From an optimization exercise on the open Yosys and OpenROAD flow, aimed at small area, a short achievable clock period and few clock cycles; shortcuts taken in it are not production practice. Function was checked by simulation only, so behaviour that the tests miss may differ from the original. Power is estimated from default activity; no workload was simulated.

==> flow/design.v (excerpt) <==
module vs_topk_core (
    input  logic          clk,
    input  logic          reset_n,
    input  logic          start,
    input  logic          mode,
    input  logic [11:0]   base_addr,
    input  logic [9:0]    vector_count,
    input  logic [7:0]    dim_words,
    output logic          mem_rd_en,
    output logic [11:0]   mem_addr,
    input  logic [63:0]   mem_data,
    output logic          busy,
    output logic          done,
    output logic [2:0]    topk_count,
    output logic [127:0]  topk_score,
    output logic [39:0]   topk_id
);
    logic        busy_q, done_q, rd_q, mode_q, first_q;
    logic [11:0] addr_q;
    logic [7:0]  dim_q, wcnt_q;
    logic [9:0]  vrem_q;
    wire accept = start & ~busy_q;
    wire empty  = (vector_count == 10'd0) | (dim_words == 8'd0);
    wire eov    = (wcnt_q == 8'd1);
    wire fin    = eov & (vrem_q == 10'd1);
    logic f1_q, f2_q, f3_q;
    logic l1_q, l2_q, l3_q, l4_q;
    logic z1_q, z2_q, z3_q, z4_q;
    logic        clr_q, empty_q;
    always_ff @(posedge clk) begin
        if (!reset_n) begin
            busy_q  <= 1'b0;
            done_q  <= 1'b0;
  ...
Size in the first run: ~280 I/O pins, roughly 26,000 sq um of cells after synthesis.
==> flow/config.mk <==
export PLATFORM = sky130hd
export DESIGN_NAME = vs_topk_core
export DESIGN_NICKNAME = vs_topk_core
export VERILOG_FILES = /design/flow/design.v
export SDC_FILE = /design/flow/constraint.sdc
export NUM_CORES = 4
export LEC_CHECK = 0
export CAP_MARGIN = 20
export CORE_MARGIN = 2
export CORE_UTILIZATION = 60
export CTS_BUF_LIST = sky130_fd_sc_hd__clkbuf_8
export CTS_CLUSTER_DIAMETER = 100
export CTS_CLUSTER_SIZE = 12
export SLEW_MARGIN = 20
==> flow/constraint.sdc <==
create_clock -name core_clock -period 15.0 [get_ports {clk}]
set_input_delay 3.0000 -clock core_clock [delete_from_list [all_inputs] [get_ports {clk}]]
set_output_delay 3.0000 -clock core_clock [all_outputs]
set_load 0.01 [all_outputs]
standard.sh (not shown) runs the stock make flow with config.mk's settings and CLKGATE_MAP_FILE= SYNTH_SCRIPT=/design/flow/synth_recipe.tcl, a recipe that flattens the netlist after the stock synthesis.
==> flow/flow/run.sh <==
#!/bin/bash
# Layout: the standard ORFS flow with three changes:
#  1. after the standard synthesis, flow/polarity.py removes inverters by
#     choosing the polarity of signals around full adders (self-dual), gates
#     with a complementary twin (and2/nand2, ...) and xor2/xnor2;
#     registers are untouched;
#  2. the port buffers inserted during placement are sky130_fd_sc_hd__buf_1
#     (buffer_ports' own choice is the slower, larger clkdlybuf4s50_1);
#  3. repair_timing is asked for 10.8 ns of setup slack at the 15 ns clock.
set -euo pipefail
WH=$(grep -o 'WORK_HOME=[^ ]*' standard.sh | head -1 | cut -d= -f2)
RES="$WH/results/sky130hd/vs_topk_core/base"
bash standard.sh synth > make_synth.log 2>&1
cp "$RES/1_2_yosys.v" yosys_standard.v
python3 flow/polarity.py yosys_standard.v "$RES/1_2_yosys.v" > polarity.log 2>&1
bash standard.sh do-1_synth > make_synth_odb.log 2>&1
bash standard.sh finish "BUFFER_PORTS_ARGS=-buffer_cell sky130_fd_sc_hd__buf_1" SETUP_SLACK_MARGIN=10.8 > make_finish.log 2>&1
Other scripts of this flow, unchanged in this note and not shown: flow/flow/polarity.py
Testbench counts at the start, summed over its fixed seeds: cycles 128,284.
Change:
--- a/flow/flow/run.sh
+++ b/flow/flow/run.sh
@@ -8,3 +8,3 @@
 #     (buffer_ports' own choice is the slower, larger clkdlybuf4s50_1);
-#  3. repair_timing is asked for 10.8 ns of setup slack at the 15 ns clock.
+#  3. repair_timing is asked for 10.7 ns of setup slack at the 15 ns clock.
 set -euo pipefail
@@ -16,2 +16,2 @@
 bash standard.sh do-1_synth > make_synth_odb.log 2>&1
-bash standard.sh finish "BUFFER_PORTS_ARGS=-buffer_cell sky130_fd_sc_hd__buf_1" SETUP_SLACK_MARGIN=10.8 > make_finish.log 2>&1
+bash standard.sh finish "BUFFER_PORTS_ARGS=-buffer_cell sky130_fd_sc_hd__buf_1" SETUP_SLACK_MARGIN=10.7 > make_finish.log 2>&1
What happened: Design area shrinks by 3.4%; sequential power stays flat; total power is lower by 2.6%; wire length drops by 3.1%.
Change:
--- a/flow/flow/run.sh
+++ b/flow/flow/run.sh
@@ -8,3 +8,3 @@
 #     (buffer_ports' own choice is the slower, larger clkdlybuf4s50_1);
-#  3. repair_timing is asked for 10.7 ns of setup slack at the 15 ns clock.
+#  3. repair_timing is asked for 10.6 ns of setup slack at the 15 ns clock.
 set -euo pipefail
@@ -16,2 +16,2 @@
 bash standard.sh do-1_synth > make_synth_odb.log 2>&1
-bash standard.sh finish "BUFFER_PORTS_ARGS=-buffer_cell sky130_fd_sc_hd__buf_1" SETUP_SLACK_MARGIN=10.7 > make_finish.log 2>&1
+bash standard.sh finish "BUFFER_PORTS_ARGS=-buffer_cell sky130_fd_sc_hd__buf_1" SETUP_SLACK_MARGIN=10.6 > make_finish.log 2>&1
What happened:
- synthesized area stays the same
- wire length shrinks by 1.1%
- hold slack degrades by 0.0034 ns
- cell count goes down by about 0.45%
- total power is lower by about 2.2%
- die area does not change
- final area shrinks by 1.0%
- global-route usage is about the same
- core utilization goes down by 0.67 points

---

Setup of oak:
Another version of the RTL of vs_topk_core (not shown whole).
For scale: roughly 2600 cells after synthesis.
Settings: LEC_CHECK=0, CAP_MARGIN=20, CORE_MARGIN=2, CORE_UTILIZATION=70, CTS_CLUSTER_DIAMETER=120, CTS_CLUSTER_SIZE=20, SLEW_MARGIN=20; clock period 15.0 ns.
==> flow/flow/run.sh <==
#!/bin/bash
# Layout: the standard ORFS flow with three changes:
#  1. after the standard synthesis, flow/polarity.py removes inverters by
#     choosing the polarity of signals around full adders (self-dual), gates
#     with a complementary twin (and2/nand2, ...) and xor2/xnor2;
#     registers are untouched;
#  2. the port buffers inserted during placement are sky130_fd_sc_hd__buf_1
#     (buffer_ports' own choice is the slower, larger clkdlybuf4s50_1);
#  3. repair_timing is asked for 10.5 ns of setup slack at the 15 ns clock.
set -euo pipefail
WH=$(grep -o 'WORK_HOME=[^ ]*' standard.sh | head -1 | cut -d= -f2)
RES="$WH/results/sky130hd/vs_topk_core/base"
bash standard.sh synth > make_synth.log 2>&1
cp "$RES/1_2_yosys.v" yosys_standard.v
python3 flow/polarity.py yosys_standard.v "$RES/1_2_yosys.v" > polarity.log 2>&1
bash standard.sh do-1_synth > make_synth_odb.log 2>&1
bash standard.sh finish "BUFFER_PORTS_ARGS=-buffer_cell sky130_fd_sc_hd__buf_1" SETUP_SLACK_MARGIN=10.5 > make_finish.log 2>&1
Other scripts of this flow, unchanged in this note and not shown: flow/flow/polarity.py
Every stage of the flow completed for oak, and the final layout passed the timing, design-rule and antenna checks.
Testbench counts of oak, summed over its fixed seeds: cycles 128,284.
Here is what was changed in the inputs of maple compared with oak.
Settings: swapping 70 for 60 in CORE_UTILIZATION; swapping 120 for 100 in CTS_CLUSTER_DIAMETER; putting CTS_BUF_LIST at sky130_fd_sc_hd__clkbuf_8 where nothing was set; swapping 20 for 12 in CTS_CLUSTER_SIZE.
diff --git a/flow/flow/run.sh b/flow/flow/run.sh
--- a/flow/flow/run.sh
+++ b/flow/flow/run.sh
@@ -8,3 +8,3 @@
 #     (buffer_ports' own choice is the slower, larger clkdlybuf4s50_1);
-#  3. repair_timing is asked for 10.5 ns of setup slack at the 15 ns clock.
+#  3. repair_timing is asked for 10.3 ns of setup slack at the 15 ns clock.
 set -euo pipefail
@@ -16,2 +16,2 @@
 bash standard.sh do-1_synth > make_synth_odb.log 2>&1
-bash standard.sh finish "BUFFER_PORTS_ARGS=-buffer_cell sky130_fd_sc_hd__buf_1" SETUP_SLACK_MARGIN=10.5 > make_finish.log 2>&1
+bash standard.sh finish "BUFFER_PORTS_ARGS=-buffer_cell sky130_fd_sc_hd__buf_1" SETUP_SLACK_MARGIN=10.3 > make_finish.log 2>&1
Results
- Per the comparison of maple with oak, share of power burned in the clock network has remained practically unchanged, top-level port count has remained practically unchanged.
- Cell leakage power delta (maple − oak): unfavourable
- Endpoint of the worst setup timing path: acc_q[26] -> maple, acc_q[23] -> oak
- oak has higher fmax than maple.
- Comparing detailed route wirelength on metal3 for oak and maple, the smaller number came from maple.
- maple completed; timing, DRC and antenna clean
- Of maple and oak, it is maple that has the higher fraction of power spent switching nets.

---

== wip/fjord ==
vs_topk_core again, from the RTL that the note above started with.
// vs_topk_core
module vs_topk_core (
    input  logic          clk,
    input  logic          reset_n,
    input  logic          start,
    input  logic          mode,
    input  logic [11:0]   base_addr,
    input  logic [9:0]    vector_count,
    input  logic [7:0]    dim_words,
    output logic          mem_rd_en,
    output logic [11:0]   mem_addr,
    input  logic [63:0]   mem_data,
    output logic          busy,
    output logic          done,
    output logic [2:0]    topk_count,
    output logic [127:0]  topk_score,
    output logic [39:0]   topk_id
);
Settings: LEC_CHECK=0, CAP_MARGIN=20, CORE_MARGIN=2, CORE_UTILIZATION=60, CTS_CLUSTER_DIAMETER=120, CTS_CLUSTER_SIZE=20, SLEW_MARGIN=20; clock period 15.0 ns.
==> flow/flow/run.sh <==
#!/bin/bash
# Layout: the standard ORFS flow with three changes:
#  1. after the standard synthesis, flow/polarity.py removes inverters by
#     choosing the polarity of signals around full adders (self-dual), gates
#     with a complementary twin (and2/nand2, ...) and xor2/xnor2;
#     registers are untouched;
#  2. the port buffers inserted during placement are sky130_fd_sc_hd__buf_1
#     (buffer_ports' own choice is the slower, larger clkdlybuf4s50_1);
#  3. repair_timing is asked for 10.5 ns of setup slack at the 15 ns clock.
set -euo pipefail
WH=$(grep -o 'WORK_HOME=[^ ]*' standard.sh | head -1 | cut -d= -f2)
RES="$WH/results/sky130hd/vs_topk_core/base"
bash standard.sh synth > make_synth.log 2>&1
cp "$RES/1_2_yosys.v" yosys_standard.v
python3 flow/polarity.py yosys_standard.v "$RES/1_2_yosys.v" > polarity.log 2>&1
bash standard.sh do-1_synth > make_synth_odb.log 2>&1
bash standard.sh finish "BUFFER_PORTS_ARGS=-buffer_cell sky130_fd_sc_hd__buf_1" SETUP_SLACK_MARGIN=10.5 > make_finish.log 2>&1
Other scripts of this flow, unchanged in this note and not shown: flow/flow/polarity.py
Every stage of the flow completed for wip/fjord, and the final layout passed the timing, design-rule and antenna checks.
Testbench counts of wip/fjord, summed over its fixed seeds: cycles 128,284.
The following lists how wip/quartz was set up differently from wip/fjord:
- CTS_CLUSTER_DIAMETER: 120 -> 100
- CTS_CLUSTER_SIZE: 20 -> 12
- CTS_BUF_LIST: unset -> sky130_fd_sc_hd__clkbuf_8
==> flow/flow/run.sh <==
#!/bin/bash
# Layout: the standard ORFS flow with three changes:
#  1. after the standard synthesis, flow/polarity.py removes inverters by
#     choosing the polarity of signals around full adders (self-dual), gates
#     with a complementary twin (and2/nand2, ...) and xor2/xnor2;
#     registers are untouched;
#  2. the port buffers inserted during placement are sky130_fd_sc_hd__buf_1
#     (buffer_ports' own choice is the slower, larger clkdlybuf4s50_1);
#  3. repair_timing is asked for 10.8 ns of setup slack at the 15 ns clock.
set -euo pipefail
WH=$(grep -o 'WORK_HOME=[^ ]*' standard.sh | head -1 | cut -d= -f2)
RES="$WH/results/sky130hd/vs_topk_core/base"
bash standard.sh synth > make_synth.log 2>&1
cp "$RES/1_2_yosys.v" yosys_standard.v
python3 flow/polarity.py yosys_standard.v "$RES/1_2_yosys.v" > polarity.log 2>&1
bash standard.sh do-1_synth > make_synth_odb.log 2>&1
bash standard.sh finish "BUFFER_PORTS_ARGS=-buffer_cell sky130_fd_sc_hd__buf_1" SETUP_SLACK_MARGIN=10.8 > make_finish.log 2>&1
Findings:
Compared with wip/fjord, in wip/quartz post-route cell area saw an increase; number of buffers inserted by post-CTS setup repair went up 109; maximum resistive drop on vdd higher.
Compared to wip/fjord, wip/quartz has leakage power about 10% higher.
### wip/quartz -> wip/lagoon
==> flow/flow/run.sh <==
#!/bin/bash
# Layout: the standard ORFS flow with three changes:
#  1. after the standard synthesis, flow/polarity.py removes inverters by
#     choosing the polarity of signals around full adders (self-dual), gates
#     with a complementary twin (and2/nand2, ...) and xor2/xnor2;
#     registers are untouched;
#  2. the port buffers inserted during placement are sky130_fd_sc_hd__buf_1
#     (buffer_ports' own choice is the slower, larger clkdlybuf4s50_1);
#  3. repair_timing is asked for 10.7 ns of setup slack at the 15 ns clock.
set -euo pipefail
WH=$(grep -o 'WORK_HOME=[^ ]*' standard.sh | head -1 | cut -d= -f2)
RES="$WH/results/sky130hd/vs_topk_core/base"
bash standard.sh synth > make_synth.log 2>&1
cp "$RES/1_2_yosys.v" yosys_standard.v
python3 flow/polarity.py yosys_standard.v "$RES/1_2_yosys.v" > polarity.log 2>&1
bash standard.sh do-1_synth > make_synth_odb.log 2>&1
bash standard.sh finish "BUFFER_PORTS_ARGS=-buffer_cell sky130_fd_sc_hd__buf_1" SETUP_SLACK_MARGIN=10.7 > make_finish.log 2>&1
Notes after the runs:
Looking at total via count after detailed routing across both flows, wip/lagoon is the stronger of the two, with wip/quartz trailing.
Going from wip/quartz to wip/lagoon, via count of the first global-routing pass moved down; reported net switching power saw an increase; count of buffers not belonging to the clock network in the layout lost about 30%.
Total length of routed met3 wires came out higher on wip/lagoon than on wip/quartz.
Diff wip/quartz and wip/lagoon: global-route usage lower in wip/quartz
Between wip/quartz and wip/lagoon, layout-stage area growth over the synthesis result decreased.
Here is what was changed in the inputs of wip/maple compared with wip/lagoon.
==> flow/flow/run.sh <==
#!/bin/bash
# Layout: the standard ORFS flow with three changes:
#  1. after the standard synthesis, flow/polarity.py removes inverters by
#     choosing the polarity of signals around full adders (self-dual), gates
#     with a complementary twin (and2/nand2, ...) and xor2/xnor2;
#     registers are untouched;
#  2. the port buffers inserted during placement are sky130_fd_sc_hd__buf_1
#     (buffer_ports' own choice is the slower, larger clkdlybuf4s50_1);
#  3. repair_timing is asked for 10.5 ns of setup slack at the 15 ns clock.
set -euo pipefail
WH=$(grep -o 'WORK_HOME=[^ ]*' standard.sh | head -1 | cut -d= -f2)
RES="$WH/results/sky130hd/vs_topk_core/base"
bash standard.sh synth > make_synth.log 2>&1
cp "$RES/1_2_yosys.v" yosys_standard.v
python3 flow/polarity.py yosys_standard.v "$RES/1_2_yosys.v" > polarity.log 2>&1
bash standard.sh do-1_synth > make_synth_odb.log 2>&1
bash standard.sh finish "BUFFER_PORTS_ARGS=-buffer_cell sky130_fd_sc_hd__buf_1" SETUP_SLACK_MARGIN=10.5 > make_finish.log 2>&1
==> comparison <==
- Of wip/lagoon and wip/maple, wip/maple shows the lower area taken by flip-flops and latches, with wip/lagoon above it.
- Re overall power after layout: wip/maple is 0.41 mW down on wip/lagoon.
- Looking at wip/lagoon and wip/maple, the via-per-instance ratio is a wash.
- Any difference in sequential power between wip/maple and wip/lagoon is small enough to ignore.
- wip/lagoon reports its type of the setup path with the least slack as flip-flop to output pin while wip/maple reports flip-flop to flip-flop.

[separate check: timing with driven ports]
The flow's constraints put no driver on any port. The routed layouts listed below were extracted and timed again, unchanged, in two steps.
Step 1: set_driving_cell puts a clkbuf_16 on clk and a buf_2 on each other input, an assumption about the parent block.
Step 2 adds t to the input delays and takes it off the output delays; t is the mean of the earliest and latest rising clock arrival at the registers after step 1. Input paths then give back, and output paths get back, about the clock's delay inside the block.
a / b / c = ideal / step 1 / step 2; a / b = the first two.
| run | shift t [ns] | slack for setup (ns) | hold WS [ns] | clock arrival spread, ns | slew at the worst register clock pin (ns) |
|---|---|---|---|---|---|
| the first run of note 1 | 0.680 | 10.749 / 10.692 / 10.195 | 0.342 / 0.342 / 0.342 | 0.026 / 0.026 | 0.10 / 0.10 |
| the second run of note 1 | 0.668 | 10.744 / 10.688 / 10.118 | 0.333 / 0.333 / 0.333 | 0.024 / 0.024 | 0.09 / 0.09 |
| the third run of note 1 | 0.668 | 10.681 / 10.621 / 10.052 | 0.330 / 0.330 / 0.330 | 0.044 / 0.044 | 0.09 / 0.09 |
| oak | 0.611 | 10.584 / 10.584 / 10.055 | 0.340 / 0.340 / 0.340 | 0.038 / 0.038 | 0.09 / 0.09 |
| maple | 0.677 | 10.406 / 10.406 / 9.877 | 0.330 / 0.330 / 0.330 | 0.044 / 0.044 | 0.10 / 0.10 |
| wip/fjord | 0.621 | 10.616 / 10.616 / 10.086 | 0.342 / 0.342 / 0.342 | 0.032 / 0.032 | 0.10 / 0.10 |
| wip/quartz | 0.669 | 10.693 / 10.636 / 10.229 | 0.332 / 0.332 / 0.332 | 0.033 / 0.033 | 0.11 / 0.11 |
| wip/lagoon | 0.671 | 10.672 / 10.614 / 10.129 | 0.330 / 0.330 / 0.330 | 0.033 / 0.033 | 0.10 / 0.10 |
| wip/maple | 0.668 | 10.623 / 10.590 / 10.032 | 0.327 / 0.327 / 0.327 | 0.043 / 0.043 | 0.10 / 0.10 |
After both steps setup and hold are still met in every run listed. The setup slack of the third run of note 1, which loses most, moves by -0.060 ns with the drivers and by -0.629 ns with both steps.
